Source: an optimization exercise on an open RTL-to-GDS flow (aim: small area, a short achievable clock period and few clock cycles per item). Production flows keep margins and buffers that such runs may drop.
Only simulation tests tie the RTL to the original design; equivalence was not proved.

<file path="design/flow/config.mk">
export PLATFORM = sky130hd
export DESIGN_NAME = pipelined_floating_point_multiplier
export DESIGN_NICKNAME = pipelined_floating_point_multiplier
export VERILOG_FILES = /design/flow/design.v
export SDC_FILE = /design/flow/constraint.sdc
export NUM_CORES = 4
export LEC_CHECK = 0
export CAP_MARGIN = 20
export CORE_MARGIN = 2
export CORE_UTILIZATION = 40
export SETUP_SLACK_MARGIN = 4.95
export SLEW_MARGIN = 20
export SYNTH_HIERARCHICAL = 1
</file>
<file path="design/flow/constraint.sdc">
create_clock -name core_clock -period 9.0 [get_ports {clk}]
set_input_delay 1.8000 -clock core_clock [delete_from_list [all_inputs] [get_ports {clk}]]
set_output_delay 1.8000 -clock core_clock [all_outputs]
set_load 0.01 [all_outputs]
</file>
<file path="design/flow/design.v">
module pipelined_floating_point_multiplier #(
  parameter int unsigned EXPONENT_WIDTH   = 8,
  parameter int unsigned MANTISSA_WIDTH   = 23,
  parameter int unsigned ROUND_TO_NEAREST = 1
) (
  input  logic        clk,
  input  logic        rst,
  input  logic        in_valid,
  output logic        in_ready,
  input  logic [31:0] a,
  input  logic [31:0] b,
  output logic        out_valid,
  input  logic        out_ready,
  output logic [31:0] out,
  output logic        underflow_flag,
  output logic        overflow_flag,
  output logic        invalid_operation_flag
);
  logic en;
  logic r2_v;
  fpm_rdy u_rdy_port (.v(r2_v), .ordy(out_ready), .rdy(in_ready));
  fpm_rdy u_rdy_en   (.v(r2_v), .ordy(out_ready), .rdy(en));
  logic        a_s, b_s;
  logic [7:0]  a_e, b_e;
  logic [22:0] a_m, b_m;
  assign {a_s, a_e, a_m} = a;
  assign {b_s, b_e, b_m} = b;
  logic a_e1, b_e1, a_ez, b_ez;
  assign a_e1 = &a_e;
  assign b_e1 = &b_e;
  assign a_ez = ~|a_e;
  assign b_ez = ~|b_e;
  logic [25:0] yy;
  logic [11:0] c_bone, c_btwo, c_bneg;
  assign yy = {1'b1, b_m, 1'b0};
  always_comb begin
    for (int k = 0; k < 12; k++) begin
      c_bone[k] = yy[2*k+1] ^ yy[2*k];
      c_btwo[k] = (yy[2*k+2] & ~yy[2*k+1] & ~yy[2*k]) | (~yy[2*k+2] & yy[2*k+1] & yy[2*k]);
      c_bneg[k] = yy[2*k+2];
    end
  end
  logic        r0_v;
  logic        r0_s;
  logic        r0_a_e1, r0_a_ez, r0_b_e1, r0_b_ez;
  logic [8:0]  r0_es;
  logic [22:0] r0_ma;
  logic [11:0] r0_bone, r0_btwo, r0_bneg;
  always_ff @(posedge clk or posedge rst) begin
    if (rst)     r0_v <= 1'b0;
    else if (en) r0_v <= in_valid;
  end
  always_ff @(posedge clk) begin
    if (en) begin
      r0_s    <= a_s ^ b_s;
      r0_a_e1 <= a_e1;
      r0_a_ez <= a_ez;
      r0_b_e1 <= b_e1;
      r0_b_ez <= b_ez;
      r0_es   <= {1'b0, a_e} + {1'b0, b_e};
      r0_ma   <= a_m;
      r0_bone <= c_bone;
      r0_btwo <= c_btwo;
      r0_bneg <= c_bneg;
    end
  end
  logic [47:15] ps, pc;
  logic         pcin;
  fpm_sigmul u_mul (.x(r0_ma), .bone(r0_bone), .btwo(r0_btwo), .bneg(r0_bneg),
                    .s(ps), .c(pc), .cin(pcin));
  logic [22:0] ym;
  always_comb begin
    for (int k = 0; k < 12; k++) begin
      if (2*k+1 <= 22) ym[2*k+1] = r0_bneg[k];
      ym[2*k] = r0_bone[k] ^ ((k == 0) ? 1'b0 : r0_bneg[(k == 0) ? 0 : k-1]);
    end
  end
  logic [23:0] za, zb;
  logic        z22, z23;
  always_comb begin
    for (int i = 0; i < 24; i++) begin
      za[i] = ~|({1'b0, r0_ma} & ((24'd1 << i) - 24'd1));
      zb[i] = ~|({1'b0, ym} & ((24'd1 << i) - 24'd1));
    end
    z22 = 1'b0;
    z23 = 1'b0;
    for (int i = 0; i <= 22; i++) z22 = z22 | (za[i] & zb[22-i]);
    for (int i = 0; i <= 23; i++) z23 = z23 | (za[i] & zb[23-i]);
  end
  logic a_nan, b_nan, a_inf, b_inf;
  logic c_nan, c_inf, c_zero, c_inv;
  logic a_mz, b_mz;
  always_comb begin
    a_mz   = ~|r0_ma;
    b_mz   = ~|ym;
    a_nan  = r0_a_e1 && !a_mz;
    b_nan  = r0_b_e1 && !b_mz;
    a_inf  = r0_a_e1 && a_mz;
    b_inf  = r0_b_e1 && b_mz;
    c_nan  = 1'b0;
    c_inf  = 1'b0;
    c_zero = 1'b0;
    c_inv  = 1'b0;
    if (a_nan || b_nan) begin
      c_nan = 1'b1;
      c_inv = (a_nan && !r0_ma[22]) || (b_nan && !ym[22]);
    end else if ((a_inf && r0_b_ez) || (r0_a_ez && b_inf)) begin
      c_nan = 1'b1;
      c_inv = 1'b1;
    end else if (a_inf || b_inf) begin
      c_inf = 1'b1;
    end else if (r0_a_ez || r0_b_ez) begin
      c_zero = 1'b1;
    end
  end
  logic        r1_s, r1_nan, r1_inf, r1_zero, r1_inv;
  logic [8:0]  r1_es;
  logic [47:15] r1_ps, r1_pc;
  logic         r1_cin;
  logic        r1_st0, r1_st1;
  logic        r1_v;
  always_ff @(posedge clk or posedge rst) begin
    if (rst)     r1_v <= 1'b0;
    else if (en) r1_v <= r0_v;
  end
  always_ff @(posedge clk) begin
    if (en) begin
      r1_s    <= r0_s;
      r1_nan  <= c_nan;
      r1_inf  <= c_inf;
      r1_zero <= c_zero;
      r1_inv  <= c_inv;
      r1_es   <= r0_es;
      r1_ps   <= ps;
      r1_pc   <= pc;
      r1_cin  <= pcin;
      r1_st0  <= !z22;              
      r1_st1  <= !z23;              
    end
  end
  logic [47:15] r1_p;
  assign r1_p = r1_ps + r1_pc + 33'(r1_cin);
  logic        hi;
  logic [22:0] man_h, man_l;
  logic        rnd_h, rnd_l;
  logic [23:0] mr_h, mr_l;
  logic [22:0] man_r;
  logic        cy;
  logic        uf, of;
  logic [7:0]  e_p1, e_p2, e_out;
  logic [7:0]  e_0;
  logic        uf0, uf1, of0, of1, m0, m1;
  always_comb begin
    e_0 = r1_es[7:0] + 8'd129;       
    uf0 = r1_es < 9'd128;            
    uf1 = r1_es < 9'd127;            
    of0 = r1_es >= 9'd382;           
    of1 = r1_es >= 9'd381;           
    m0  = r1_es == 9'd381;           
    m1  = r1_es == 9'd380;           
  end
  always_comb begin
    hi    = r1_p[47];
    man_h = r1_p[46:24];
    man_l = r1_p[45:23];
    rnd_h = r1_p[23] && (r1_st1 || man_h[0]);
    rnd_l = r1_p[22] && (r1_st0 || man_l[0]);
    mr_h  = {1'b0, man_h} + 24'(rnd_h);
    mr_l  = {1'b0, man_l} + 24'(rnd_l);
    man_r = hi ? mr_h[22:0] : mr_l[22:0];
    cy    = hi ? mr_h[23] : mr_l[23];
    uf    = hi ? uf1 : uf0;
    of    = hi ? (of1 || (m1 && mr_h[23])) : (of0 || (m0 && mr_l[23]));
    e_p1  = r1_es[7:0] + 8'd130;
    e_p2  = r1_es[7:0] + 8'd131;
    e_out = (hi && cy) ? e_p2 : (hi || cy) ? e_p1 : e_0;
  end
  logic [31:0] o_d;
  logic        uf_d, of_d, inv_d;
  always_comb begin
    o_d   = {r1_s, e_out, man_r};
    uf_d  = 1'b0;
    of_d  = 1'b0;
    inv_d = 1'b0;
    if (r1_nan) begin
      o_d   = 32'hFFC00000;
      inv_d = r1_inv;
    end else if (r1_inf) begin
      o_d = {r1_s, 8'hFF, 23'd0};
    end else if (r1_zero) begin
      o_d = {r1_s, 31'd0};
    end else if (uf) begin
      o_d  = {r1_s, 31'd0};
      uf_d = 1'b1;
    end else if (of) begin
      o_d  = {r1_s, 8'hFF, 23'd0};
      of_d = 1'b1;
    end
  end
  logic [31:0] r2_o;
  logic        r2_uf, r2_of, r2_inv;
  always_ff @(posedge clk or posedge rst) begin
    if (rst)     r2_v <= 1'b0;
    else if (en) r2_v <= r1_v;
  end
  always_ff @(posedge clk) begin
    if (en) begin
      r2_o   <= o_d;
      r2_uf  <= uf_d;
      r2_of  <= of_d;
      r2_inv <= inv_d;
    end
  end
  assign out                    = r2_o;
  assign underflow_flag         = r2_uf;
  assign overflow_flag          = r2_of;
  assign invalid_operation_flag = r2_inv;
  assign out_valid = r2_v;
endmodule
module fpm_rdy (
  input  logic v,
  input  logic ordy,
  output logic rdy
);
  assign rdy = !(v && !ordy);
endmodule
module fpm_sigmul (
  input  logic [22:0] x,
  input  logic [11:0] bone, btwo, bneg,
  output logic [47:15] s, c,
  output logic cin
);
  logic [23:0] xx;
  assign xx = {1'b1, x};
  logic [24:0] pp0;
  logic [24:0] pp1;
  logic [24:0] pp2;
  logic [24:0] pp3;
  logic [24:0] pp4;
  logic [24:0] pp5;
  logic [24:0] pp6;
  logic [24:0] pp7;
  logic [24:0] pp8;
  logic [24:0] pp9;
  logic [24:0] pp10;
  logic [24:0] pp11;
  always_comb begin
    pp0 = ({1'b0, xx} & {25{bone[0]}} | {xx, 1'b0} & {25{btwo[0]}}) ^ {25{bneg[0]}};
    pp1 = ({1'b0, xx} & {25{bone[1]}} | {xx, 1'b0} & {25{btwo[1]}}) ^ {25{bneg[1]}};
    pp2 = ({1'b0, xx} & {25{bone[2]}} | {xx, 1'b0} & {25{btwo[2]}}) ^ {25{bneg[2]}};
    pp3 = ({1'b0, xx} & {25{bone[3]}} | {xx, 1'b0} & {25{btwo[3]}}) ^ {25{bneg[3]}};
    pp4 = ({1'b0, xx} & {25{bone[4]}} | {xx, 1'b0} & {25{btwo[4]}}) ^ {25{bneg[4]}};
    pp5 = ({1'b0, xx} & {25{bone[5]}} | {xx, 1'b0} & {25{btwo[5]}}) ^ {25{bneg[5]}};
    pp6 = ({1'b0, xx} & {25{bone[6]}} | {xx, 1'b0} & {25{btwo[6]}}) ^ {25{bneg[6]}};
    pp7 = ({1'b0, xx} & {25{bone[7]}} | {xx, 1'b0} & {25{btwo[7]}}) ^ {25{bneg[7]}};
    pp8 = ({1'b0, xx} & {25{bone[8]}} | {xx, 1'b0} & {25{btwo[8]}}) ^ {25{bneg[8]}};
    pp9 = ({1'b0, xx} & {25{bone[9]}} | {xx, 1'b0} & {25{btwo[9]}}) ^ {25{bneg[9]}};
    pp10 = ({1'b0, xx} & {25{bone[10]}} | {xx, 1'b0} & {25{btwo[10]}}) ^ {25{bneg[10]}};
    pp11 = ({1'b0, xx} & {25{bone[11]}} | {xx, 1'b0} & {25{btwo[11]}}) ^ {25{bneg[11]}};
  end
  wire s1, c2;
  fpm_ha u_s1 (.a(bneg[8]), .b(pp0[16]), .s(s1), .c(c2));
  wire s3, c4;
  fpm_ha u_s3 (.a(pp0[17]), .b(pp1[15]), .s(s3), .c(c4));
  wire s5, c6;
  fpm_fa u_s5 (.a(bneg[9]), .b(pp0[18]), .ci(pp1[16]), .s(s5), .co(c6));
  wire s7, c8;
  fpm_ha u_s7 (.a(pp2[14]), .b(pp3[12]), .s(s7), .c(c8));
  wire s9, c10;
  fpm_fa u_s9 (.a(pp0[19]), .b(pp1[17]), .ci(pp2[15]), .s(s9), .co(c10));
  wire s11, c12;
  fpm_ha u_s11 (.a(pp3[13]), .b(pp4[11]), .s(s11), .c(c12));
  wire s13, c14;
  fpm_fa u_s13 (.a(bneg[10]), .b(pp0[20]), .ci(pp1[18]), .s(s13), .co(c14));
  wire s15, c16;
  fpm_fa u_s15 (.a(pp2[16]), .b(pp3[14]), .ci(pp4[12]), .s(s15), .co(c16));
  wire s17, c18;
  fpm_ha u_s17 (.a(pp5[10]), .b(pp6[8]), .s(s17), .c(c18));
  wire s19, c20;
  fpm_fa u_s19 (.a(pp0[21]), .b(pp1[19]), .ci(pp2[17]), .s(s19), .co(c20));
  wire s21, c22;
  fpm_fa u_s21 (.a(pp3[15]), .b(pp4[13]), .ci(pp5[11]), .s(s21), .co(c22));
  wire s23, c24;
  fpm_ha u_s23 (.a(pp6[9]), .b(pp7[7]), .s(s23), .c(c24));
  wire s25, c26;
  fpm_fa u_s25 (.a(bneg[11]), .b(pp0[22]), .ci(pp1[20]), .s(s25), .co(c26));
  wire s27, c28;
  fpm_fa u_s27 (.a(pp2[18]), .b(pp3[16]), .ci(pp4[14]), .s(s27), .co(c28));
  wire s29, c30;
  fpm_fa u_s29 (.a(pp5[12]), .b(pp6[10]), .ci(pp7[8]), .s(s29), .co(c30));
  wire s31, c32;
  fpm_ha u_s31 (.a(pp8[6]), .b(pp9[4]), .s(s31), .c(c32));
  wire s33, c34;
  fpm_fa u_s33 (.a(pp0[23]), .b(pp1[21]), .ci(pp2[19]), .s(s33), .co(c34));
  wire s35, c36;
  fpm_fa u_s35 (.a(pp3[17]), .b(pp4[15]), .ci(pp5[13]), .s(s35), .co(c36));
  wire s37, c38;
  fpm_fa u_s37 (.a(pp6[11]), .b(pp7[9]), .ci(pp8[7]), .s(s37), .co(c38));
  wire s39, c40;
  fpm_ha u_s39 (.a(pp9[5]), .b(pp10[3]), .s(s39), .c(c40));
  wire s41, c42;
  fpm_fa u_s41 (.a(x[0]), .b(pp0[24]), .ci(pp1[22]), .s(s41), .co(c42));
  wire s43, c44;
  fpm_fa u_s43 (.a(pp2[20]), .b(pp3[18]), .ci(pp4[16]), .s(s43), .co(c44));
  wire s45, c46;
  fpm_fa u_s45 (.a(pp5[14]), .b(pp6[12]), .ci(pp7[10]), .s(s45), .co(c46));
  wire s47, c48;
  fpm_fa u_s47 (.a(pp8[8]), .b(pp9[6]), .ci(pp10[4]), .s(s47), .co(c48));
  wire s49, c50;
  fpm_fa u_s49 (.a(x[1]), .b(bneg[0]), .ci(pp1[23]), .s(s49), .co(c50));
  wire s51, c52;
  fpm_fa u_s51 (.a(pp2[21]), .b(pp3[19]), .ci(pp4[17]), .s(s51), .co(c52));
  wire s53, c54;
  fpm_fa u_s53 (.a(pp5[15]), .b(pp6[13]), .ci(pp7[11]), .s(s53), .co(c54));
  wire s55, c56;
  fpm_fa u_s55 (.a(pp8[9]), .b(pp9[7]), .ci(pp10[5]), .s(s55), .co(c56));
  wire s57, c58;
  fpm_fa u_s57 (.a(x[2]), .b(bneg[0]), .ci(pp1[24]), .s(s57), .co(c58));
  wire s59, c60;
  fpm_fa u_s59 (.a(pp2[22]), .b(pp3[20]), .ci(pp4[18]), .s(s59), .co(c60));
  wire s61, c62;
  fpm_fa u_s61 (.a(pp5[16]), .b(pp6[14]), .ci(pp7[12]), .s(s61), .co(c62));
  wire s63, c64;
  fpm_fa u_s63 (.a(pp8[10]), .b(pp9[8]), .ci(pp10[6]), .s(s63), .co(c64));
  wire s65, c66;
  fpm_fa u_s65 (.a(x[3]), .b(~bneg[1]), .ci(~bneg[0]), .s(s65), .co(c66));
  wire s67, c68;
  fpm_fa u_s67 (.a(pp2[23]), .b(pp3[21]), .ci(pp4[19]), .s(s67), .co(c68));
  wire s69, c70;
  fpm_fa u_s69 (.a(pp5[17]), .b(pp6[15]), .ci(pp7[13]), .s(s69), .co(c70));
  wire s71, c72;
  fpm_fa u_s71 (.a(pp8[11]), .b(pp9[9]), .ci(pp10[7]), .s(s71), .co(c72));
  wire s73, c74;
  fpm_fa u_s73 (.a(x[4]), .b(1'b1), .ci(pp2[24]), .s(s73), .co(c74));
  wire s75, c76;
  fpm_fa u_s75 (.a(pp3[22]), .b(pp4[20]), .ci(pp5[18]), .s(s75), .co(c76));
  wire s77, c78;
  fpm_fa u_s77 (.a(pp6[16]), .b(pp7[14]), .ci(pp8[12]), .s(s77), .co(c78));
  wire s79, c80;
  fpm_ha u_s79 (.a(pp9[10]), .b(pp10[8]), .s(s79), .c(c80));
  wire s81, c82;
  fpm_fa u_s81 (.a(x[5]), .b(~bneg[2]), .ci(pp3[23]), .s(s81), .co(c82));
  wire s83, c84;
  fpm_fa u_s83 (.a(pp4[21]), .b(pp5[19]), .ci(pp6[17]), .s(s83), .co(c84));
  wire s85, c86;
  fpm_fa u_s85 (.a(pp7[15]), .b(pp8[13]), .ci(pp9[11]), .s(s85), .co(c86));
  wire s87, c88;
  fpm_fa u_s87 (.a(x[6]), .b(1'b1), .ci(pp3[24]), .s(s87), .co(c88));
  wire s89, c90;
  fpm_fa u_s89 (.a(pp4[22]), .b(pp5[20]), .ci(pp6[18]), .s(s89), .co(c90));
  wire s91, c92;
  fpm_ha u_s91 (.a(pp7[16]), .b(pp8[14]), .s(s91), .c(c92));
  wire s93, c94;
  fpm_fa u_s93 (.a(x[7]), .b(~bneg[3]), .ci(pp4[23]), .s(s93), .co(c94));
  wire s95, c96;
  fpm_fa u_s95 (.a(pp5[21]), .b(pp6[19]), .ci(pp7[17]), .s(s95), .co(c96));
  wire s97, c98;
  fpm_fa u_s97 (.a(x[8]), .b(1'b1), .ci(pp4[24]), .s(s97), .co(c98));
  wire s99, c100;
  fpm_ha u_s99 (.a(pp5[22]), .b(pp6[20]), .s(s99), .c(c100));
  wire s101, c102;
  fpm_fa u_s101 (.a(x[9]), .b(~bneg[4]), .ci(pp5[23]), .s(s101), .co(c102));
  wire s103, c104;
  fpm_ha u_s103 (.a(x[10]), .b(1'b1), .s(s103), .c(c104));
  wire s105, c106;
  fpm_ha u_s105 (.a(bneg[5]), .b(pp0[10]), .s(s105), .c(c106));
  wire s107, c108;
  fpm_ha u_s107 (.a(pp0[11]), .b(pp1[9]), .s(s107), .c(c108));
  wire s109, c110;
  fpm_fa u_s109 (.a(bneg[6]), .b(pp0[12]), .ci(pp1[10]), .s(s109), .co(c110));
  wire s111, c112;
  fpm_ha u_s111 (.a(pp2[8]), .b(pp3[6]), .s(s111), .c(c112));
  wire s113, c114;
  fpm_fa u_s113 (.a(pp0[13]), .b(pp1[11]), .ci(pp2[9]), .s(s113), .co(c114));
  wire s115, c116;
  fpm_ha u_s115 (.a(pp3[7]), .b(pp4[5]), .s(s115), .c(c116));
  wire s117, c118;
  fpm_fa u_s117 (.a(bneg[7]), .b(pp0[14]), .ci(pp1[12]), .s(s117), .co(c118));
  wire s119, c120;
  fpm_fa u_s119 (.a(pp2[10]), .b(pp3[8]), .ci(pp4[6]), .s(s119), .co(c120));
  wire s121, c122;
  fpm_ha u_s121 (.a(pp5[4]), .b(pp6[2]), .s(s121), .c(c122));
  wire s123, c124;
  fpm_fa u_s123 (.a(pp0[15]), .b(pp1[13]), .ci(pp2[11]), .s(s123), .co(c124));
  wire s125, c126;
  fpm_fa u_s125 (.a(pp3[9]), .b(pp4[7]), .ci(pp5[5]), .s(s125), .co(c126));
  wire s127, c128;
  fpm_ha u_s127 (.a(pp6[3]), .b(pp7[1]), .s(s127), .c(c128));
  wire s129, c130;
  fpm_fa u_s129 (.a(pp1[14]), .b(pp2[12]), .ci(pp3[10]), .s(s129), .co(c130));
  wire s131, c132;
  fpm_fa u_s131 (.a(pp4[8]), .b(pp5[6]), .ci(pp6[4]), .s(s131), .co(c132));
  wire s133, c134;
  fpm_fa u_s133 (.a(pp7[2]), .b(pp8[0]), .ci(s1), .s(s133), .co(c134));
  wire s135, c136;
  fpm_fa u_s135 (.a(pp2[13]), .b(pp3[11]), .ci(pp4[9]), .s(s135), .co(c136));
  wire s137, c138;
  fpm_fa u_s137 (.a(pp5[7]), .b(pp6[5]), .ci(pp7[3]), .s(s137), .co(c138));
  wire s139, c140;
  fpm_fa u_s139 (.a(pp8[1]), .b(c2), .ci(s3), .s(s139), .co(c140));
  wire s141, c142;
  fpm_fa u_s141 (.a(pp4[10]), .b(pp5[8]), .ci(pp6[6]), .s(s141), .co(c142));
  wire s143, c144;
  fpm_fa u_s143 (.a(pp7[4]), .b(pp8[2]), .ci(pp9[0]), .s(s143), .co(c144));
  wire s145, c146;
  fpm_fa u_s145 (.a(c4), .b(s7), .ci(s5), .s(s145), .co(c146));
  wire s147, c148;
  fpm_fa u_s147 (.a(pp5[9]), .b(pp6[7]), .ci(pp7[5]), .s(s147), .co(c148));
  wire s149, c150;
  fpm_fa u_s149 (.a(pp8[3]), .b(pp9[1]), .ci(c8), .s(s149), .co(c150));
  wire s151, c152;
  fpm_fa u_s151 (.a(s11), .b(c6), .ci(s9), .s(s151), .co(c152));
  wire s153, c154;
  fpm_fa u_s153 (.a(pp7[6]), .b(pp8[4]), .ci(pp9[2]), .s(s153), .co(c154));
  wire s155, c156;
  fpm_fa u_s155 (.a(pp10[0]), .b(c12), .ci(s17), .s(s155), .co(c156));
  wire s157, c158;
  fpm_fa u_s157 (.a(c10), .b(s13), .ci(s15), .s(s157), .co(c158));
  wire s159, c160;
  fpm_fa u_s159 (.a(pp8[5]), .b(pp9[3]), .ci(pp10[1]), .s(s159), .co(c160));
  wire s161, c162;
  fpm_fa u_s161 (.a(c18), .b(s23), .ci(c14), .s(s161), .co(c162));
  wire s163, c164;
  fpm_fa u_s163 (.a(c16), .b(s19), .ci(s21), .s(s163), .co(c164));
  wire s165, c166;
  fpm_fa u_s165 (.a(pp10[2]), .b(pp11[0]), .ci(c24), .s(s165), .co(c166));
  wire s167, c168;
  fpm_fa u_s167 (.a(s31), .b(c20), .ci(c22), .s(s167), .co(c168));
  wire s169, c170;
  fpm_fa u_s169 (.a(s25), .b(s27), .ci(s29), .s(s169), .co(c170));
  wire s171, c172;
  fpm_fa u_s171 (.a(pp11[1]), .b(c32), .ci(s39), .s(s171), .co(c172));
  wire s173, c174;
  fpm_fa u_s173 (.a(c26), .b(c28), .ci(c30), .s(s173), .co(c174));
  wire s175, c176;
  fpm_fa u_s175 (.a(s33), .b(s35), .ci(s37), .s(s175), .co(c176));
  wire s177, c178;
  fpm_fa u_s177 (.a(pp11[2]), .b(c40), .ci(c34), .s(s177), .co(c178));
  wire s179, c180;
  fpm_fa u_s179 (.a(c36), .b(c38), .ci(s41), .s(s179), .co(c180));
  wire s181, c182;
  fpm_fa u_s181 (.a(s43), .b(s45), .ci(s47), .s(s181), .co(c182));
  wire s183, c184;
  fpm_fa u_s183 (.a(pp11[3]), .b(s49), .ci(c42), .s(s183), .co(c184));
  wire s185, c186;
  fpm_fa u_s185 (.a(c44), .b(c46), .ci(c48), .s(s185), .co(c186));
  wire s187, c188;
  fpm_fa u_s187 (.a(s51), .b(s53), .ci(s55), .s(s187), .co(c188));
  wire s189, c190;
  fpm_fa u_s189 (.a(pp11[4]), .b(s57), .ci(c50), .s(s189), .co(c190));
  wire s191, c192;
  fpm_fa u_s191 (.a(c52), .b(c54), .ci(c56), .s(s191), .co(c192));
  wire s193, c194;
  fpm_fa u_s193 (.a(s59), .b(s61), .ci(s63), .s(s193), .co(c194));
  wire s195, c196;
  fpm_fa u_s195 (.a(pp11[5]), .b(s65), .ci(c58), .s(s195), .co(c196));
  wire s197, c198;
  fpm_fa u_s197 (.a(c60), .b(c62), .ci(c64), .s(s197), .co(c198));
  wire s199, c200;
  fpm_fa u_s199 (.a(s67), .b(s69), .ci(s71), .s(s199), .co(c200));
  wire s201, c202;
  fpm_fa u_s201 (.a(pp11[6]), .b(c66), .ci(s79), .s(s201), .co(c202));
  wire s203, c204;
  fpm_fa u_s203 (.a(s73), .b(c68), .ci(c70), .s(s203), .co(c204));
  wire s205, c206;
  fpm_fa u_s205 (.a(c72), .b(s75), .ci(s77), .s(s205), .co(c206));
  wire s207, c208;
  fpm_fa u_s207 (.a(pp10[9]), .b(pp11[7]), .ci(c80), .s(s207), .co(c208));
  wire s209, c210;
  fpm_fa u_s209 (.a(s81), .b(c74), .ci(c76), .s(s209), .co(c210));
  wire s211, c212;
  fpm_fa u_s211 (.a(c78), .b(s83), .ci(s85), .s(s211), .co(c212));
  wire s213, c214;
  fpm_fa u_s213 (.a(pp9[12]), .b(pp10[10]), .ci(pp11[8]), .s(s213), .co(c214));
  wire s215, c216;
  fpm_fa u_s215 (.a(s91), .b(s87), .ci(c82), .s(s215), .co(c216));
  wire s217, c218;
  fpm_fa u_s217 (.a(c84), .b(c86), .ci(s89), .s(s217), .co(c218));
  wire s219, c220;
  fpm_fa u_s219 (.a(pp8[15]), .b(pp9[13]), .ci(pp10[11]), .s(s219), .co(c220));
  wire s221, c222;
  fpm_fa u_s221 (.a(pp11[9]), .b(c92), .ci(s93), .s(s221), .co(c222));
  wire s223, c224;
  fpm_fa u_s223 (.a(c88), .b(c90), .ci(s95), .s(s223), .co(c224));
  wire s225, c226;
  fpm_fa u_s225 (.a(pp7[18]), .b(pp8[16]), .ci(pp9[14]), .s(s225), .co(c226));
  wire s227, c228;
  fpm_fa u_s227 (.a(pp10[12]), .b(pp11[10]), .ci(s99), .s(s227), .co(c228));
  wire s229, c230;
  fpm_fa u_s229 (.a(s97), .b(c94), .ci(c96), .s(s229), .co(c230));
  wire s231, c232;
  fpm_fa u_s231 (.a(pp6[21]), .b(pp7[19]), .ci(pp8[17]), .s(s231), .co(c232));
  wire s233, c234;
  fpm_fa u_s233 (.a(pp9[15]), .b(pp10[13]), .ci(pp11[11]), .s(s233), .co(c234));
  wire s235, c236;
  fpm_fa u_s235 (.a(c100), .b(s101), .ci(c98), .s(s235), .co(c236));
  wire s237, c238;
  fpm_fa u_s237 (.a(s103), .b(pp5[24]), .ci(pp6[22]), .s(s237), .co(c238));
  wire s239, c240;
  fpm_fa u_s239 (.a(pp7[20]), .b(pp8[18]), .ci(pp9[16]), .s(s239), .co(c240));
  wire s241, c242;
  fpm_fa u_s241 (.a(pp10[14]), .b(pp11[12]), .ci(c102), .s(s241), .co(c242));
  wire s243, c244;
  fpm_fa u_s243 (.a(x[11]), .b(c104), .ci(~bneg[5]), .s(s243), .co(c244));
  wire s245, c246;
  fpm_fa u_s245 (.a(pp6[23]), .b(pp7[21]), .ci(pp8[19]), .s(s245), .co(c246));
  wire s247, c248;
  fpm_fa u_s247 (.a(pp9[17]), .b(pp10[15]), .ci(pp11[13]), .s(s247), .co(c248));
  wire s249, c250;
  fpm_fa u_s249 (.a(x[12]), .b(1'b1), .ci(pp6[24]), .s(s249), .co(c250));
  wire s251, c252;
  fpm_fa u_s251 (.a(pp7[22]), .b(pp8[20]), .ci(pp9[18]), .s(s251), .co(c252));
  wire s253, c254;
  fpm_ha u_s253 (.a(pp10[16]), .b(pp11[14]), .s(s253), .c(c254));
  wire s255, c256;
  fpm_fa u_s255 (.a(x[13]), .b(~bneg[6]), .ci(pp7[23]), .s(s255), .co(c256));
  wire s257, c258;
  fpm_fa u_s257 (.a(pp8[21]), .b(pp9[19]), .ci(pp10[17]), .s(s257), .co(c258));
  wire s259, c260;
  fpm_fa u_s259 (.a(x[14]), .b(1'b1), .ci(pp7[24]), .s(s259), .co(c260));
  wire s261, c262;
  fpm_ha u_s261 (.a(pp8[22]), .b(pp9[20]), .s(s261), .c(c262));
  wire s263, c264;
  fpm_fa u_s263 (.a(x[15]), .b(~bneg[7]), .ci(pp8[23]), .s(s263), .co(c264));
  wire s265, c266;
  fpm_ha u_s265 (.a(x[16]), .b(1'b1), .s(s265), .c(c266));
  wire s267, c268;
  fpm_ha u_s267 (.a(bneg[3]), .b(pp0[6]), .s(s267), .c(c268));
  wire s269, c270;
  fpm_ha u_s269 (.a(pp0[7]), .b(pp1[5]), .s(s269), .c(c270));
  wire s271, c272;
  fpm_fa u_s271 (.a(bneg[4]), .b(pp0[8]), .ci(pp1[6]), .s(s271), .co(c272));
  wire s273, c274;
  fpm_ha u_s273 (.a(pp2[4]), .b(pp3[2]), .s(s273), .c(c274));
  wire s275, c276;
  fpm_fa u_s275 (.a(pp0[9]), .b(pp1[7]), .ci(pp2[5]), .s(s275), .co(c276));
  wire s277, c278;
  fpm_ha u_s277 (.a(pp3[3]), .b(pp4[1]), .s(s277), .c(c278));
  wire s279, c280;
  fpm_fa u_s279 (.a(pp1[8]), .b(pp2[6]), .ci(pp3[4]), .s(s279), .co(c280));
  wire s281, c282;
  fpm_fa u_s281 (.a(pp4[2]), .b(pp5[0]), .ci(s105), .s(s281), .co(c282));
  wire s283, c284;
  fpm_fa u_s283 (.a(pp2[7]), .b(pp3[5]), .ci(pp4[3]), .s(s283), .co(c284));
  wire s285, c286;
  fpm_fa u_s285 (.a(pp5[1]), .b(c106), .ci(s107), .s(s285), .co(c286));
  wire s287, c288;
  fpm_fa u_s287 (.a(pp4[4]), .b(pp5[2]), .ci(pp6[0]), .s(s287), .co(c288));
  wire s289, c290;
  fpm_fa u_s289 (.a(c108), .b(s111), .ci(s109), .s(s289), .co(c290));
  wire s291, c292;
  fpm_fa u_s291 (.a(pp5[3]), .b(pp6[1]), .ci(c112), .s(s291), .co(c292));
  wire s293, c294;
  fpm_fa u_s293 (.a(s115), .b(c110), .ci(s113), .s(s293), .co(c294));
  wire s295, c296;
  fpm_fa u_s295 (.a(pp7[0]), .b(c116), .ci(s121), .s(s295), .co(c296));
  wire s297, c298;
  fpm_fa u_s297 (.a(c114), .b(s117), .ci(s119), .s(s297), .co(c298));
  wire s299, c300;
  fpm_fa u_s299 (.a(c122), .b(s127), .ci(c118), .s(s299), .co(c300));
  wire s301, c302;
  fpm_fa u_s301 (.a(c120), .b(s123), .ci(s125), .s(s301), .co(c302));
  wire s303, c304;
  fpm_fa u_s303 (.a(c128), .b(c124), .ci(c126), .s(s303), .co(c304));
  wire s305, c306;
  fpm_fa u_s305 (.a(s129), .b(s131), .ci(s133), .s(s305), .co(c306));
  wire s307, c308;
  fpm_fa u_s307 (.a(c130), .b(c132), .ci(s135), .s(s307), .co(c308));
  wire s309, c310;
  fpm_fa u_s309 (.a(s137), .b(c134), .ci(s139), .s(s309), .co(c310));
  wire s311, c312;
  fpm_fa u_s311 (.a(c136), .b(c138), .ci(s141), .s(s311), .co(c312));
  wire s313, c314;
  fpm_fa u_s313 (.a(s143), .b(c140), .ci(s145), .s(s313), .co(c314));
  wire s315, c316;
  fpm_fa u_s315 (.a(c142), .b(c144), .ci(s147), .s(s315), .co(c316));
  wire s317, c318;
  fpm_fa u_s317 (.a(s149), .b(c146), .ci(s151), .s(s317), .co(c318));
  wire s319, c320;
  fpm_fa u_s319 (.a(c148), .b(s153), .ci(c150), .s(s319), .co(c320));
  wire s321, c322;
  fpm_fa u_s321 (.a(s155), .b(c152), .ci(s157), .s(s321), .co(c322));
  wire s323, c324;
  fpm_fa u_s323 (.a(c154), .b(s159), .ci(c156), .s(s323), .co(c324));
  wire s325, c326;
  fpm_fa u_s325 (.a(s161), .b(c158), .ci(s163), .s(s325), .co(c326));
  wire s327, c328;
  fpm_fa u_s327 (.a(c160), .b(s165), .ci(c162), .s(s327), .co(c328));
  wire s329, c330;
  fpm_fa u_s329 (.a(c164), .b(s167), .ci(s169), .s(s329), .co(c330));
  wire s331, c332;
  fpm_fa u_s331 (.a(c166), .b(s171), .ci(c168), .s(s331), .co(c332));
  wire s333, c334;
  fpm_fa u_s333 (.a(c170), .b(s173), .ci(s175), .s(s333), .co(c334));
  wire s335, c336;
  fpm_fa u_s335 (.a(c172), .b(s177), .ci(c174), .s(s335), .co(c336));
  wire s337, c338;
  fpm_fa u_s337 (.a(c176), .b(s179), .ci(s181), .s(s337), .co(c338));
  wire s339, c340;
  fpm_fa u_s339 (.a(c178), .b(s183), .ci(c180), .s(s339), .co(c340));
  wire s341, c342;
  fpm_fa u_s341 (.a(c182), .b(s185), .ci(s187), .s(s341), .co(c342));
  wire s343, c344;
  fpm_fa u_s343 (.a(c184), .b(c186), .ci(s189), .s(s343), .co(c344));
  wire s345, c346;
  fpm_fa u_s345 (.a(c188), .b(s191), .ci(s193), .s(s345), .co(c346));
  wire s347, c348;
  fpm_fa u_s347 (.a(s195), .b(c190), .ci(c192), .s(s347), .co(c348));
  wire s349, c350;
  fpm_fa u_s349 (.a(c194), .b(s197), .ci(s199), .s(s349), .co(c350));
  wire s351, c352;
  fpm_fa u_s351 (.a(s201), .b(c196), .ci(c198), .s(s351), .co(c352));
  wire s353, c354;
  fpm_fa u_s353 (.a(c200), .b(s203), .ci(s205), .s(s353), .co(c354));
  wire s355, c356;
  fpm_fa u_s355 (.a(s207), .b(c202), .ci(c204), .s(s355), .co(c356));
  wire s357, c358;
  fpm_fa u_s357 (.a(c206), .b(s209), .ci(s211), .s(s357), .co(c358));
  wire s359, c360;
  fpm_fa u_s359 (.a(s213), .b(c208), .ci(c210), .s(s359), .co(c360));
  wire s361, c362;
  fpm_fa u_s361 (.a(s215), .b(c212), .ci(s217), .s(s361), .co(c362));
  wire s363, c364;
  fpm_fa u_s363 (.a(c214), .b(s219), .ci(s221), .s(s363), .co(c364));
  wire s365, c366;
  fpm_fa u_s365 (.a(c216), .b(c218), .ci(s223), .s(s365), .co(c366));
  wire s367, c368;
  fpm_fa u_s367 (.a(c220), .b(s225), .ci(s227), .s(s367), .co(c368));
  wire s369, c370;
  fpm_fa u_s369 (.a(c222), .b(c224), .ci(s229), .s(s369), .co(c370));
  wire s371, c372;
  fpm_fa u_s371 (.a(c226), .b(s231), .ci(s233), .s(s371), .co(c372));
  wire s373, c374;
  fpm_fa u_s373 (.a(c228), .b(c230), .ci(s235), .s(s373), .co(c374));
  wire s375, c376;
  fpm_fa u_s375 (.a(c232), .b(c234), .ci(s237), .s(s375), .co(c376));
  wire s377, c378;
  fpm_fa u_s377 (.a(s239), .b(s241), .ci(c236), .s(s377), .co(c378));
  wire s379, c380;
  fpm_fa u_s379 (.a(s243), .b(c238), .ci(c240), .s(s379), .co(c380));
  wire s381, c382;
  fpm_fa u_s381 (.a(s245), .b(s247), .ci(c242), .s(s381), .co(c382));
  wire s383, c384;
  fpm_fa u_s383 (.a(c244), .b(s253), .ci(s249), .s(s383), .co(c384));
  wire s385, c386;
  fpm_fa u_s385 (.a(c246), .b(c248), .ci(s251), .s(s385), .co(c386));
  wire s387, c388;
  fpm_fa u_s387 (.a(pp11[15]), .b(c254), .ci(s255), .s(s387), .co(c388));
  wire s389, c390;
  fpm_fa u_s389 (.a(c250), .b(c252), .ci(s257), .s(s389), .co(c390));
  wire s391, c392;
  fpm_fa u_s391 (.a(pp10[18]), .b(pp11[16]), .ci(s261), .s(s391), .co(c392));
  wire s393, c394;
  fpm_fa u_s393 (.a(s259), .b(c256), .ci(c258), .s(s393), .co(c394));
  wire s395, c396;
  fpm_fa u_s395 (.a(pp9[21]), .b(pp10[19]), .ci(pp11[17]), .s(s395), .co(c396));
  wire s397, c398;
  fpm_fa u_s397 (.a(c262), .b(s263), .ci(c260), .s(s397), .co(c398));
  wire s399, c400;
  fpm_fa u_s399 (.a(s265), .b(pp8[24]), .ci(pp9[22]), .s(s399), .co(c400));
  wire s401, c402;
  fpm_fa u_s401 (.a(pp10[20]), .b(pp11[18]), .ci(c264), .s(s401), .co(c402));
  wire s403, c404;
  fpm_fa u_s403 (.a(x[17]), .b(c266), .ci(~bneg[8]), .s(s403), .co(c404));
  wire s405, c406;
  fpm_fa u_s405 (.a(pp9[23]), .b(pp10[21]), .ci(pp11[19]), .s(s405), .co(c406));
  wire s407, c408;
  fpm_fa u_s407 (.a(x[18]), .b(1'b1), .ci(pp9[24]), .s(s407), .co(c408));
  wire s409, c410;
  fpm_ha u_s409 (.a(pp10[22]), .b(pp11[20]), .s(s409), .c(c410));
  wire s411, c412;
  fpm_fa u_s411 (.a(x[19]), .b(~bneg[9]), .ci(pp10[23]), .s(s411), .co(c412));
  wire s413, c414;
  fpm_ha u_s413 (.a(x[20]), .b(1'b1), .s(s413), .c(c414));
  wire s415, c416;
  fpm_ha u_s415 (.a(bneg[2]), .b(pp0[4]), .s(s415), .c(c416));
  wire s417, c418;
  fpm_ha u_s417 (.a(pp0[5]), .b(pp1[3]), .s(s417), .c(c418));
  wire s419, c420;
  fpm_fa u_s419 (.a(pp1[4]), .b(pp2[2]), .ci(pp3[0]), .s(s419), .co(c420));
  wire s421, c422;
  fpm_fa u_s421 (.a(pp2[3]), .b(pp3[1]), .ci(c268), .s(s421), .co(c422));
  wire s423, c424;
  fpm_fa u_s423 (.a(pp4[0]), .b(c270), .ci(s273), .s(s423), .co(c424));
  wire s425, c426;
  fpm_fa u_s425 (.a(c274), .b(s277), .ci(c272), .s(s425), .co(c426));
  wire s427, c428;
  fpm_fa u_s427 (.a(c278), .b(c276), .ci(s279), .s(s427), .co(c428));
  wire s429, c430;
  fpm_fa u_s429 (.a(c280), .b(s283), .ci(c282), .s(s429), .co(c430));
  wire s431, c432;
  fpm_fa u_s431 (.a(c284), .b(s287), .ci(c286), .s(s431), .co(c432));
  wire s433, c434;
  fpm_fa u_s433 (.a(c288), .b(s291), .ci(c290), .s(s433), .co(c434));
  wire s435, c436;
  fpm_fa u_s435 (.a(c292), .b(s295), .ci(c294), .s(s435), .co(c436));
  wire s437, c438;
  fpm_fa u_s437 (.a(c296), .b(s299), .ci(c298), .s(s437), .co(c438));
  wire s439, c440;
  fpm_fa u_s439 (.a(c300), .b(c302), .ci(s303), .s(s439), .co(c440));
  wire s441, c442;
  fpm_fa u_s441 (.a(c304), .b(s307), .ci(c306), .s(s441), .co(c442));
  wire s443, c444;
  fpm_fa u_s443 (.a(c308), .b(s311), .ci(c310), .s(s443), .co(c444));
  wire s445, c446;
  fpm_fa u_s445 (.a(c312), .b(s315), .ci(c314), .s(s445), .co(c446));
  wire s447, c448;
  fpm_fa u_s447 (.a(c316), .b(s319), .ci(c318), .s(s447), .co(c448));
  wire s449, c450;
  fpm_fa u_s449 (.a(s323), .b(c320), .ci(c322), .s(s449), .co(c450));
  wire s451, c452;
  fpm_fa u_s451 (.a(c324), .b(s327), .ci(c326), .s(s451), .co(c452));
  wire s453, c454;
  fpm_fa u_s453 (.a(c328), .b(s331), .ci(c330), .s(s453), .co(c454));
  wire s455, c456;
  fpm_fa u_s455 (.a(c332), .b(s335), .ci(c334), .s(s455), .co(c456));
  wire s457, c458;
  fpm_fa u_s457 (.a(c336), .b(s339), .ci(c338), .s(s457), .co(c458));
  wire s459, c460;
  fpm_fa u_s459 (.a(c340), .b(s343), .ci(c342), .s(s459), .co(c460));
  wire s461, c462;
  fpm_fa u_s461 (.a(c344), .b(s347), .ci(c346), .s(s461), .co(c462));
  wire s463, c464;
  fpm_fa u_s463 (.a(c348), .b(s351), .ci(c350), .s(s463), .co(c464));
  wire s465, c466;
  fpm_fa u_s465 (.a(s355), .b(c352), .ci(c354), .s(s465), .co(c466));
  wire s467, c468;
  fpm_fa u_s467 (.a(s359), .b(c356), .ci(c358), .s(s467), .co(c468));
  wire s469, c470;
  fpm_fa u_s469 (.a(s363), .b(c360), .ci(c362), .s(s469), .co(c470));
  wire s471, c472;
  fpm_fa u_s471 (.a(s367), .b(c364), .ci(c366), .s(s471), .co(c472));
  wire s473, c474;
  fpm_fa u_s473 (.a(s371), .b(c368), .ci(c370), .s(s473), .co(c474));
  wire s475, c476;
  fpm_fa u_s475 (.a(c372), .b(s375), .ci(c374), .s(s475), .co(c476));
  wire s477, c478;
  fpm_fa u_s477 (.a(c376), .b(s379), .ci(s381), .s(s477), .co(c478));
  wire s479, c480;
  fpm_fa u_s479 (.a(s383), .b(c380), .ci(s385), .s(s479), .co(c480));
  wire s481, c482;
  fpm_fa u_s481 (.a(s387), .b(c384), .ci(c386), .s(s481), .co(c482));
  wire s483, c484;
  fpm_fa u_s483 (.a(s391), .b(c388), .ci(c390), .s(s483), .co(c484));
  wire s485, c486;
  fpm_fa u_s485 (.a(s395), .b(c392), .ci(c394), .s(s485), .co(c486));
  wire s487, c488;
  fpm_fa u_s487 (.a(c396), .b(s399), .ci(s401), .s(s487), .co(c488));
  wire s489, c490;
  fpm_fa u_s489 (.a(s403), .b(c400), .ci(s405), .s(s489), .co(c490));
  wire s491, c492;
  fpm_fa u_s491 (.a(c404), .b(s409), .ci(s407), .s(s491), .co(c492));
  wire s493, c494;
  fpm_fa u_s493 (.a(pp11[21]), .b(c410), .ci(s411), .s(s493), .co(c494));
  wire s495, c496;
  fpm_fa u_s495 (.a(s413), .b(pp10[24]), .ci(pp11[22]), .s(s495), .co(c496));
  wire s497, c498;
  fpm_fa u_s497 (.a(x[21]), .b(c414), .ci(~bneg[10]), .s(s497), .co(c498));
  wire s499, c500;
  fpm_ha u_s499 (.a(x[22]), .b(1'b1), .s(s499), .c(c500));
  wire s501, c502;
  fpm_ha u_s501 (.a(bneg[1]), .b(pp0[2]), .s(s501), .c(c502));
  wire s503, c504;
  fpm_ha u_s503 (.a(pp0[3]), .b(pp1[1]), .s(s503), .c(c504));
  wire s505, c506;
  fpm_fa u_s505 (.a(pp1[2]), .b(pp2[0]), .ci(s415), .s(s505), .co(c506));
  wire s507, c508;
  fpm_fa u_s507 (.a(pp2[1]), .b(c416), .ci(s417), .s(s507), .co(c508));
  wire s509, c510;
  fpm_fa u_s509 (.a(c418), .b(s267), .ci(s419), .s(s509), .co(c510));
  wire s511, c512;
  fpm_fa u_s511 (.a(s269), .b(c420), .ci(s421), .s(s511), .co(c512));
  wire s513, c514;
  fpm_fa u_s513 (.a(s271), .b(c422), .ci(s423), .s(s513), .co(c514));
  wire s515, c516;
  fpm_fa u_s515 (.a(s275), .b(c424), .ci(s425), .s(s515), .co(c516));
  wire s517, c518;
  fpm_fa u_s517 (.a(s281), .b(c426), .ci(s427), .s(s517), .co(c518));
  wire s519, c520;
  fpm_fa u_s519 (.a(s285), .b(c428), .ci(s429), .s(s519), .co(c520));
  wire s521, c522;
  fpm_fa u_s521 (.a(s289), .b(s431), .ci(c430), .s(s521), .co(c522));
  wire s523, c524;
  fpm_fa u_s523 (.a(s293), .b(c432), .ci(s433), .s(s523), .co(c524));
  wire s525, c526;
  fpm_fa u_s525 (.a(s297), .b(s435), .ci(c434), .s(s525), .co(c526));
  wire s527, c528;
  fpm_fa u_s527 (.a(s301), .b(s437), .ci(c436), .s(s527), .co(c528));
  wire s529, c530;
  fpm_fa u_s529 (.a(s305), .b(c438), .ci(s439), .s(s529), .co(c530));
  wire s531, c532;
  fpm_fa u_s531 (.a(s309), .b(c440), .ci(s441), .s(s531), .co(c532));
  wire s533, c534;
  fpm_fa u_s533 (.a(s313), .b(c442), .ci(s443), .s(s533), .co(c534));
  wire s535, c536;
  fpm_fa u_s535 (.a(s317), .b(c444), .ci(s445), .s(s535), .co(c536));
  wire s537, c538;
  fpm_fa u_s537 (.a(s321), .b(c446), .ci(s447), .s(s537), .co(c538));
  wire s539, c540;
  fpm_fa u_s539 (.a(s325), .b(c448), .ci(s449), .s(s539), .co(c540));
  wire s541, c542;
  fpm_fa u_s541 (.a(s329), .b(s451), .ci(c450), .s(s541), .co(c542));
  wire s543, c544;
  fpm_fa u_s543 (.a(s333), .b(s453), .ci(c452), .s(s543), .co(c544));
  wire s545, c546;
  fpm_fa u_s545 (.a(s337), .b(s455), .ci(c454), .s(s545), .co(c546));
  wire s547, c548;
  fpm_fa u_s547 (.a(s341), .b(c456), .ci(s457), .s(s547), .co(c548));
  wire s549, c550;
  fpm_fa u_s549 (.a(s345), .b(c458), .ci(s459), .s(s549), .co(c550));
  wire s551, c552;
  fpm_fa u_s551 (.a(s349), .b(c460), .ci(s461), .s(s551), .co(c552));
  wire s553, c554;
  fpm_fa u_s553 (.a(s353), .b(c462), .ci(s463), .s(s553), .co(c554));
  wire s555, c556;
  fpm_fa u_s555 (.a(s357), .b(s465), .ci(c464), .s(s555), .co(c556));
  wire s557, c558;
  fpm_fa u_s557 (.a(s361), .b(s467), .ci(c466), .s(s557), .co(c558));
  wire s559, c560;
  fpm_fa u_s559 (.a(s365), .b(s469), .ci(c468), .s(s559), .co(c560));
  wire s561, c562;
  fpm_fa u_s561 (.a(s369), .b(s471), .ci(c470), .s(s561), .co(c562));
  wire s563, c564;
  fpm_fa u_s563 (.a(s373), .b(s473), .ci(c472), .s(s563), .co(c564));
  wire s565, c566;
  fpm_fa u_s565 (.a(s377), .b(s475), .ci(c474), .s(s565), .co(c566));
  wire s567, c568;
  fpm_fa u_s567 (.a(c378), .b(s477), .ci(c476), .s(s567), .co(c568));
  wire s569, c570;
  fpm_fa u_s569 (.a(c382), .b(s479), .ci(c478), .s(s569), .co(c570));
  wire s571, c572;
  fpm_fa u_s571 (.a(s389), .b(s481), .ci(c480), .s(s571), .co(c572));
  wire s573, c574;
  fpm_fa u_s573 (.a(s393), .b(s483), .ci(c482), .s(s573), .co(c574));
  wire s575, c576;
  fpm_fa u_s575 (.a(s397), .b(s485), .ci(c484), .s(s575), .co(c576));
  wire s577, c578;
  fpm_fa u_s577 (.a(c398), .b(s487), .ci(c486), .s(s577), .co(c578));
  wire s579, c580;
  fpm_fa u_s579 (.a(c402), .b(s489), .ci(c488), .s(s579), .co(c580));
  wire s581, c582;
  fpm_fa u_s581 (.a(c406), .b(s491), .ci(c490), .s(s581), .co(c582));
  wire s583, c584;
  fpm_fa u_s583 (.a(c408), .b(s493), .ci(c492), .s(s583), .co(c584));
  wire s585, c586;
  fpm_fa u_s585 (.a(c412), .b(s495), .ci(c494), .s(s585), .co(c586));
  wire s587, c588;
  fpm_fa u_s587 (.a(pp11[23]), .b(s497), .ci(c496), .s(s587), .co(c588));
  wire s589, c590;
  fpm_fa u_s589 (.a(s499), .b(pp11[24]), .ci(c498), .s(s589), .co(c590));
  wire s591, c592;
  fpm_fa u_s591 (.a(1'b1), .b(c500), .ci(~bneg[11]), .s(s591), .co(c592));
  logic [47:0] r0, r1;
  logic [15:0] lsum;
  assign r0 = {c590, c588, c586, c584, c582, c580, c578, c576, c574, c572, c570, c568, c566, c564, c562, c560, c558, c556, c554, c552, c550, c548, c546, c544, c542, c540, c538, c536, c534, c532, c530, c528, c526, c524, c522, c520, c518, c516, c514, c512, c510, c508, c506, c504, c502, s501, pp0[1], bneg[0]};
  assign r1 = {s591, s589, s587, s585, s583, s581, s579, s577, s575, s573, s571, s569, s567, s565, s563, s561, s559, s557, s555, s553, s551, s549, s547, s545, s543, s541, s539, s537, s535, s533, s531, s529, s527, s525, s523, s521, s519, s517, s515, s513, s511, s509, s507, s505, s503, pp1[0], 1'b0, pp0[0]};
  assign lsum = {1'b0, r0[14:0]} + {1'b0, r1[14:0]};
  assign cin = lsum[15];
  assign s = r0[47:15];
  assign c = r1[47:15];
endmodule
module fpm_fa (
  input  logic a, b, ci,
  output logic s, co
);
  assign s  = a ^ b ^ ci;
  assign co = (a & b) | (a & ci) | (b & ci);
endmodule
module fpm_ha (
  input  logic a, b,
  output logic s, c
);
  assign s = a ^ b;
  assign c = a & b;
endmodule
</file>
<file path="design/flow/flow/run.sh">
#!/bin/bash
# The standard layout with two changes: the port buffers are buf_1
# cells, and ABC maps the logic with flow/abc_map.script (one delay-driven
# mapping pass with area recovery) instead of ORFS's speed script. The rest
# of the standard flow's synthesis script (synth_recipe.tcl) runs unchanged. The make
# output goes to standard.log; ORFS keeps each step's log under orfs/logs.
set -euo pipefail
here=$(pwd)
export BUFFER_PORTS_ARGS="-buffer_cell sky130_fd_sc_hd__buf_1"
export FLOW_SYNTH_TCL="$here/synth_recipe.tcl"
export MY_ABC_SCRIPT="$here/flow/abc_map.script"
sed "s|SYNTH_SCRIPT=[^ ]*|SYNTH_SCRIPT=$here/flow/synth_wrap.tcl|" standard.sh > standard_abc.sh
bash standard_abc.sh > standard.log 2>&1
</file>
<file path="design/flow/flow/abc_map.script">
&get -n
&st
&dch
&nf
&put
buffer -c
topo
stime -c
upsize -c
dnsize -c
</file>
<file path="design/flow/flow/synth_wrap.tcl">
# synth_recipe.tcl with one change: every abc call uses the script named by
# MY_ABC_SCRIPT in place of the one ORFS picks.
proc abc {args} {
  set i [lsearch -exact $args -script]
  if {$i >= 0 && [info exists ::env(MY_ABC_SCRIPT)]} {
    lset args [expr {$i + 1}] $::env(MY_ABC_SCRIPT)
    puts "synth_wrap: abc runs $::env(MY_ABC_SCRIPT)"
  }
  yosys abc {*}$args
}
source $::env(FLOW_SYNTH_TCL)
</file>
<file path="design/flow/standard.sh">
#!/bin/bash
# synth_recipe.tcl (not shown) runs the flow's synth.tcl, then flattens the netlist and writes it again
# the make line also repeats each setting of config.mk as NAME=value (left out here)
make -C /OpenROAD-flow-scripts/flow DESIGN_CONFIG=/design/flow/config.mk WORK_HOME=/design/flow/orfs CLKGATE_MAP_FILE= SYNTH_SCRIPT=/design/flow/synth_recipe.tcl "${@:-finish}"
</file>
==> out/results.tsv, run 1 <==
metric	value	unit
avgSynthCellArea	10.8	sq um
io_buffers	104	
h-tree-depth	4	
dpl.hpwl	43500	um
grt-ovfl-total	0	
cts-root-buf	clkbuf_16	
cts.sinks	193	
r2r_start	r0_ma[10]$_DFFE_PP_	
viasPerCell	5.92	
synth_area	22500	sq um
cp.depth	12	
chipHeight	241	um
r2r_slack	5.01	ns
drt_wl_total	67500	um
cts-buffers-inserted	17	
syn_inst	2081	
grt_pass1_wl	104000	um
drv_slew	0	
clock_path_buffers	2	
fin_hold_ws	0.423	ns
dieArea	58100	sq um
synth_edf_count	190	
insertedDiodeCount	0	
hold_buffers	0	
synthAdderAreaFrac	0.289	
area_delta_synth_final	10.8	%
track_usage	0.236	
vias	16900	
clk_latency	0.50	ns
synth_top_family_by_area	adder cells	
netlist.area_leader.share	0.254	
fin_util	0.451	
drtAntennaViolNets	0	
rsz0062_at_grt	true	
cts.clk_slew.worst_paths	0.09	ns
ys_seq_elements	193	
finalCritPeriodShare	0.443	
nFillCells	5221	
grt_pass1_vias	17900	
fin_setup_tns	0	ns
routedWlPerCell	23.6	um
cts_tree	built	
status	finished clean	
ios	105	
cp_data_arrival_time	4.21	ns
max_slew_margin	0.370	
end_kind	flip-flop	
worstPathCellList	buf_6 -> a22oi_1 -> xnor2_1 -> fa_1 -> fa_1 -> fa_1 -> fa_1 -> ha_1 -> nand4_1 -> a21oi_1 -> nor2_1 -> o31ai_4	
worst_pin_slew	0.942	ns
place_inst	2795	
final_layout_size_suffix_gt1_frac	0.125	
cp-startpoint	r0_ma[10]$_DFFE_PP_	
ys_types	82	
synth-simple-area-share	0.0798	
path_max_fanout	27	
crit_path_frequent_cell	fa_1	
worst_setup_path_start_kind	flip-flop	
max_freq	251	MHz
required	9.21	ns
synth_mux_area_frac	0.00467	
reg2reg_to	r1_cin$_DFFE_PP_	
yosys.cell_count.top_type	xnor2_1	
fin_skew	0.0162	ns
synth_compound_area_frac	0.158	
hold_viol	0	
num-nets-final	2527	
antenna_found_initial	0	
synthTopCellsByArea	edfxtp_1 25%, fa_1 24%, xnor2_1 13%	
synth_ff_type	edfxtp_1	
seq_area_frac_synth	0.257	
first_pass_iters	6	
fin_cells	2860	
gpl.final_weighted_congestion	0.881	
min_path_type	reg2reg	
netlist_top_cells_count	331 x xnor2_1, 265 x a22oi_1, 265 x fa_1	
rows	86	
crit_path_top_delay_cell	fa_1	
synthArstFlopShare	0.0155	
start_util	0.406	
setup_viol	0	
cp-endpoint	r1_cin$_DFFE_PP_	
r2r_cells	12	
path_delay_family	adder cells	
finalCriticalPeriod	3.99	ns
grt_max_degree	133	
cp_num_buf_inv	1	
worst-setup-path-type	reg2reg	
yosysTopAreaCell	edfxtp_1	
drc	0	
drtIter0Drc	1590	
synth_xor_area_frac	0.159	
fp.dieW	241	um
max_stage_delay	0.53	ns
yosysWarnings	8	
core_area	55300	sq um
cap_violations	0	
## per-stage QoR
stage          instance area, sq um  worst slack, ns
2_1_floorplan                 22500             5.19
3_3_place_gp                  23200             4.15
3_5_place_dp                  23200             4.22
4_1_cts                       24300             4.95
5_1_grt                       24900             4.86
6_report                      24900             5.01
## area by class of cell
class | count | area, sq um | area share
clock buffer | 18 | 429 | 0.0172
tap | 748 | 936 | 0.0376
timing repair buffer | 196 | 1260 | 0.0507
clock inverter | 14 | 153 | 0.00613
inverter | 25 | 93.8 | 0.00377
multi-input combinational | 1666 | 16300 | 0.653
sequential | 193 | 5780 | 0.232
## modules after synthesis (local to each module, per instance)
module | flops+latches | cells inside | cell area, sq um
fpm_rdy | 0 | 1 | 6.26
fpm_sigmul | 0 | 827 | 6040
fpm_ha | 0 | 1 | 12.5
pipelined_floating_point_multiplier | 193 | 956 | 10700
fpm_fa | 0 | 1 | 20.0
## flip-flops by register name, indices dropped and copies added (netlist names), 9 cells and up
signal,count
r0_bneg,11
r0_bone,12
r0_btwo,12
r0_es,9
r0_ma,23
r1_es,9
r1_pc,33
r1_ps,33
r2_o,32
## placed cells by master (no fill, tap or decap), types with 16 or more instances in the layout
master	count
nand2_1	106
a21o_1	16
buf_1	104
nor4_1	16
a22oi_1	261
nand4_1	20
nor2_1	98
o21ai_0	33
nand3_1	18
o21ai_1	17
a21oi_2	18
nor3_1	16
ha_1	78
buf_4	64
inv_1	24
a211oi_1	22
buf_6	18
xor2_1	64
xnor2_1	320
fa_1	264
edfxtp_1	190
a21oi_1	78
clkbuf_16	18
## layer usage
| metal | GRT usage | part of all wire | wire (um) | vias to the layer above |
|---|---|---|---|---|
| li1 | - | - | - | 7418 |
| met2 | 0.391 | 0.48 | 32200 | 824 |
| met5 | 0 | 0 | 0 | - |
| met3 | 0.0480 | 0.079 | 5340 | 178 |
| met4 | 0.0995 | 0.035 | 2350 | 0 |
| met1 | 0.301 | 0.41 | 27600 | 8501 |
## cell families (layout without fill, tap and decap cells)
group	Yosys count	after routing
AOI/OAI and AO/OA	517	517
buffers and inverters	234	253
muxes	10	10
and+or+nand+nor	359	360
DFF	193	193
adders and majority gates	360	360
other	2	13
xor gates and xnor gates	406	406
## repair_timing
item	4_1_cts	5_1_grt
endpoints found under the setup margin	33	36
gates resized for setup	63	112
pin swaps	9	25
gates cloned	1	1
buffers inserted	13	17
## worst min-delay path by stage
stage / from / endpoint / slack [ns] / cells past startpoint
6_report: r0_es[0]$_DFFE_PP_ / r1_es[0]$_DFFE_PP_ / 0.42 / 0
3_3_place_gp: r0_es[4]$_DFFE_PP_ / r1_es[4]$_DFFE_PP_ / 0.40 / 0
5_1_grt: r0_es[0]$_DFFE_PP_ / r1_es[0]$_DFFE_PP_ / 0.43 / 0
4_1_cts: r0_es[7]$_DFFE_PP_ / r1_es[7]$_DFFE_PP_ / 0.42 / 0
2_1_floorplan: r0_es[0]$_DFFE_PP_ / r1_es[0]$_DFFE_PP_ / 0.40 / 0
3_5_place_dp: r0_es[5]$_DFFE_PP_ / r1_es[5]$_DFFE_PP_ / 0.41 / 0
## worst register-to-register path, stage by stage, from the launching register on
cell      delay (ns)
edfxtp_1        0.38
buf_6           0.22
a22oi_1         0.27
xnor2_1         0.17
fa_1            0.46
fa_1            0.42
fa_1            0.53
fa_1            0.43
ha_1            0.30
nand4_1         0.17
a21oi_1         0.07
nor2_1          0.19
o31ai_4         0.12
Testbench counts, summed over its fixed seeds: cycles 12,024, items 12,000.
==> inputs of run 2 (changes only) <==
==> design/flow/flow/abc_map.script (replaced) <==
&get -n
&st
&dch
&nf -R 1000
&put
buffer -c
topo
stime -c
upsize -c
dnsize -c
==> run 2 against run 1 <==
Net effect: utilization is essentially flat; via count shrank 1.7%; sequential share of layout area grew 0.21 points; synthesized area shrank 1.6%; highest routed layer unchanged; worst hold slack gained 0.00054 ns; first-iteration DRC count shrank 0.57%; largest cell class unchanged; still clean; cell count shrank 1.6%.
==> out/results.tsv, run 2 <==
metric	value	unit	change
status	finished clean		
h-tree-depth	4		unchanged
grt_pass1_vias	17200		-4.0%
ios	105		unchanged
worst_setup_path_start_kind	flip-flop		
cts.clk_slew.worst_paths	0.07	ns	-0.02 ns
max_stage_delay	0.39	ns	-0.14 ns
drtIter0Drc	1581		-0.57%
fp.dieW	239	um	-0.77%
fin_util	0.450		-0.000479
rsz0062_at_grt	true		
max_freq	228	MHz	-9.0%
path_max_fanout	14		-48%
num-nets-final	2526		-0.040%
synthArstFlopShare	0.0155		unchanged
wl_met3	5860	um	+9.7%
synthTopCellsByArea	edfxtp_1 26%, fa_1 24%, xnor2_1 13%		
first_pass_iters	5		-1
track_usage	0.224		-0.0121
area_delta_synth_final	11.6	%	
grt-ovfl-total	0		unchanged
viasPerCell	5.91		-0.11%
crit_path_top_delay_cell	or3_4		
drt_wl_total	63900	um	-5.3%
final_common_cell	xnor2_1		
m1WireLength	26400	um	-4.4%
drv_slew	0		unchanged
syn_inst	2050		-1.5%
synth_area	22100	sq um	-1.6%
final_layout_size_suffix_gt1_frac	0.130		+0.00533
synth_edf_count	190		unchanged
cp_num_buf_inv	3		+2
chipHeight	239	um	-0.77%
cts-buffers-inserted	17		unchanged
fin_setup_tns	0	ns	unchanged
nFillCells	5097		-2.4%
netlist.area_leader.share	0.258		+0.00400
netlist_top_cells_count	333 x xnor2_1, 265 x a22oi_1, 265 x fa_1		
yosysWarnings	8		unchanged
seq_area_frac_synth	0.261		+0.00406
synth_ff_type	edfxtp_1		
final_cell_mix	324 x xnor2_1, 263 x a22oi_1, 263 x fa_1		
routed.top_layer	met4		
fin_skew	0.0267	ns	+0.0105 ns
cts-root-buf	clkbuf_16		
max_slew_margin	0.374		+0.00339
finalCritPeriodShare	0.487		+0.0440
multiInputGateArea	15800	sq um	-2.6%
cap_violations	0		unchanged
yosys.cell_count.top_type	xnor2_1		
clk_latency	0.50	ns	about the same
start_util	0.403		-0.00317
hold_viol	0		unchanged
grt_max_degree	173		+30%
dieArea	57200	sq um	-1.5%
worst_pin_slew	0.937	ns	-0.00506 ns
grt_pass1_wl	97600	um	-5.8%
drc	0		unchanged
seqCellArea	5780	sq um	unchanged
setup_viol	0		unchanged
insertedDiodeCount	0		unchanged
worst-setup-path-type	reg2reg		
io_buffers	104		unchanged
core_area	54900	sq um	-0.78%
gpl.final_weighted_congestion	0.889		+0.93%
reg_top3	r1_pc x33, r1_ps x33, r2_o x32		
min_path_type	reg2reg		
dpl.hpwl	40900	um	-6.2%
routedWlPerCell	22.7	um	-3.7%
drtAntennaViolNets	0		unchanged
cp_data_arrival_time	4.59	ns	+0.38 ns
antenna_found_initial	0		unchanged
finalCriticalPeriod	4.39	ns	+0.396 ns
ys_seq_elements	193		unchanged
hold_buffers	0		unchanged
vias	16600		-1.7%
avgSynthCellArea	10.8	sq um	about the same
cts_tree	built		
rows	86		unchanged
end_kind	flip-flop		
ys_types	62		-24%
path_delay_family	simple AND/OR/NAND/NOR gates		
required	9.20	ns	about the same
cts.sinks	193		unchanged
wl_met2	29600	um	-7.9%
clock_path_buffers	2		unchanged
yosysTopAreaCell	edfxtp_1		
-- run 2: cell count changes after synthesis, moves of 6 or more --
cell	change
xor2_1	-7
a21oi_1	-9
or3_1	+7
nand4_1	-6
mux2i_1	-6
a211oi_2	+6
nor2_1	+11
nor4_1	-7
-- run 2: logic make-up (layout without fill, tap and decap cells) --
family	after synthesis	after routing	share of synthesized area
simple gates	354	358	0.0737
mux	3	3	0.00153
buf+inv	238	283	0.0544
other cells	2	13	0.000339
xor+xnor	402	402	0.160
compound gates	498	498	0.155
fa+ha+maj	360	360	0.293
flops	193	193	0.261
-- run 2: what timing repair did --
item                                    CTS  global route
endpoints found under the hold margin     0             0
resized for setup                        69            96
pin swaps                                49            46
setup buffers                            32            25
endpoints found under the setup margin   39            40
gates cloned                              5             1
-- run 2: modules after synthesis, one instance, submodules excluded --
module                               cells inside  cell area (sq um)
fpm_fa                                          1               20.0
fpm_ha                                          1               12.5
fpm_rdy                                         1               6.26
fpm_sigmul                                    827               6040
pipelined_floating_point_multiplier           925              10400
-- run 2: path summary, 6_finish.rpt --
| path | start | end | slack (ns) | depth (start not counted) |
|---|---|---|---|---|
| worst max-delay path | r1_ps[15]$_DFFE_PP_ | r2_o[23]$_SDFFCE_PP1P_ | 4.61 | 25 |
| worst min-delay path | r0_es[0]$_DFFE_PP_ | r1_es[0]$_DFFE_PP_ | 0.42 | 0 |
| max in group asynchronous | rst | r1_v$_DFFE_PP0P_ | 7.72 | 2 |
| min in group asynchronous | rst | r0_v$_DFFE_PP0P_ | 1.14 | 2 |
| worst max register to register | r1_ps[15]$_DFFE_PP_ | r2_o[23]$_SDFFCE_PP1P_ | 4.61 | 25 |
| worst min register to register | r0_es[0]$_DFFE_PP_ | r1_es[0]$_DFFE_PP_ | 0.42 | 0 |
-- run 2: metal layers --
metal / up-vias / GRT usage
met5: - / 0
met4: 0 / 0.0941
met3: 175 / 0.0569
met2: 895 / 0.358
met1: 8271 / 0.289
li1: 7290 / -
-- run 2: through the flow --
step                std cells  area [sq um]  setup slack (ns)  hold slack, ns
floorplan                2061         22200              4.91           0.400
global placement         2719         22800              3.76           0.402
detailed placement       2719         22800              3.67           0.406
CTS                      2787         24000              4.59           0.425
global route             2814         24700              4.37           0.432
finish                   2814         24700              4.61           0.424
-- run 2: area by class of cell --
cell class,instances,area share
clock inverter,14,0.00512
clock buffer,17,0.0172
sequential,193,0.234
inverter,27,0.00410
tap,704,0.0357
timing repair buffer,225,0.0623
multi-input combinational,1634,0.642

==> port drivers added, routing unchanged <==
No port has a modelled driver above. Below, the same layouts with a new extraction and two added sets of constraints.
Step 1 sets driving cells, clkbuf_16 on the clock port and buf_2 on the other inputs (assumed; they add their load-dependent delay and slew).
Step 2 also shifts input and output timing later by t, the mid clock arrival at the registers, as if the neighbouring blocks saw the same clock.
Slacks: no drivers / after step 1 / after step 2; pairs: no drivers / after step 1.
run | shift t [ns] | setup slack, ns | clock arrival spread, ns | worst register clock-pin slew, ns
run 1 | 0.548 | 5.010 / 5.010 / 5.010 | 0.017 / 0.016 | 0.09 / 0.09
run 2 | 0.546 | 4.613 / 4.613 / 4.613 | 0.027 / 0.027 | 0.08 / 0.08
After both steps every run listed still meets setup and hold.
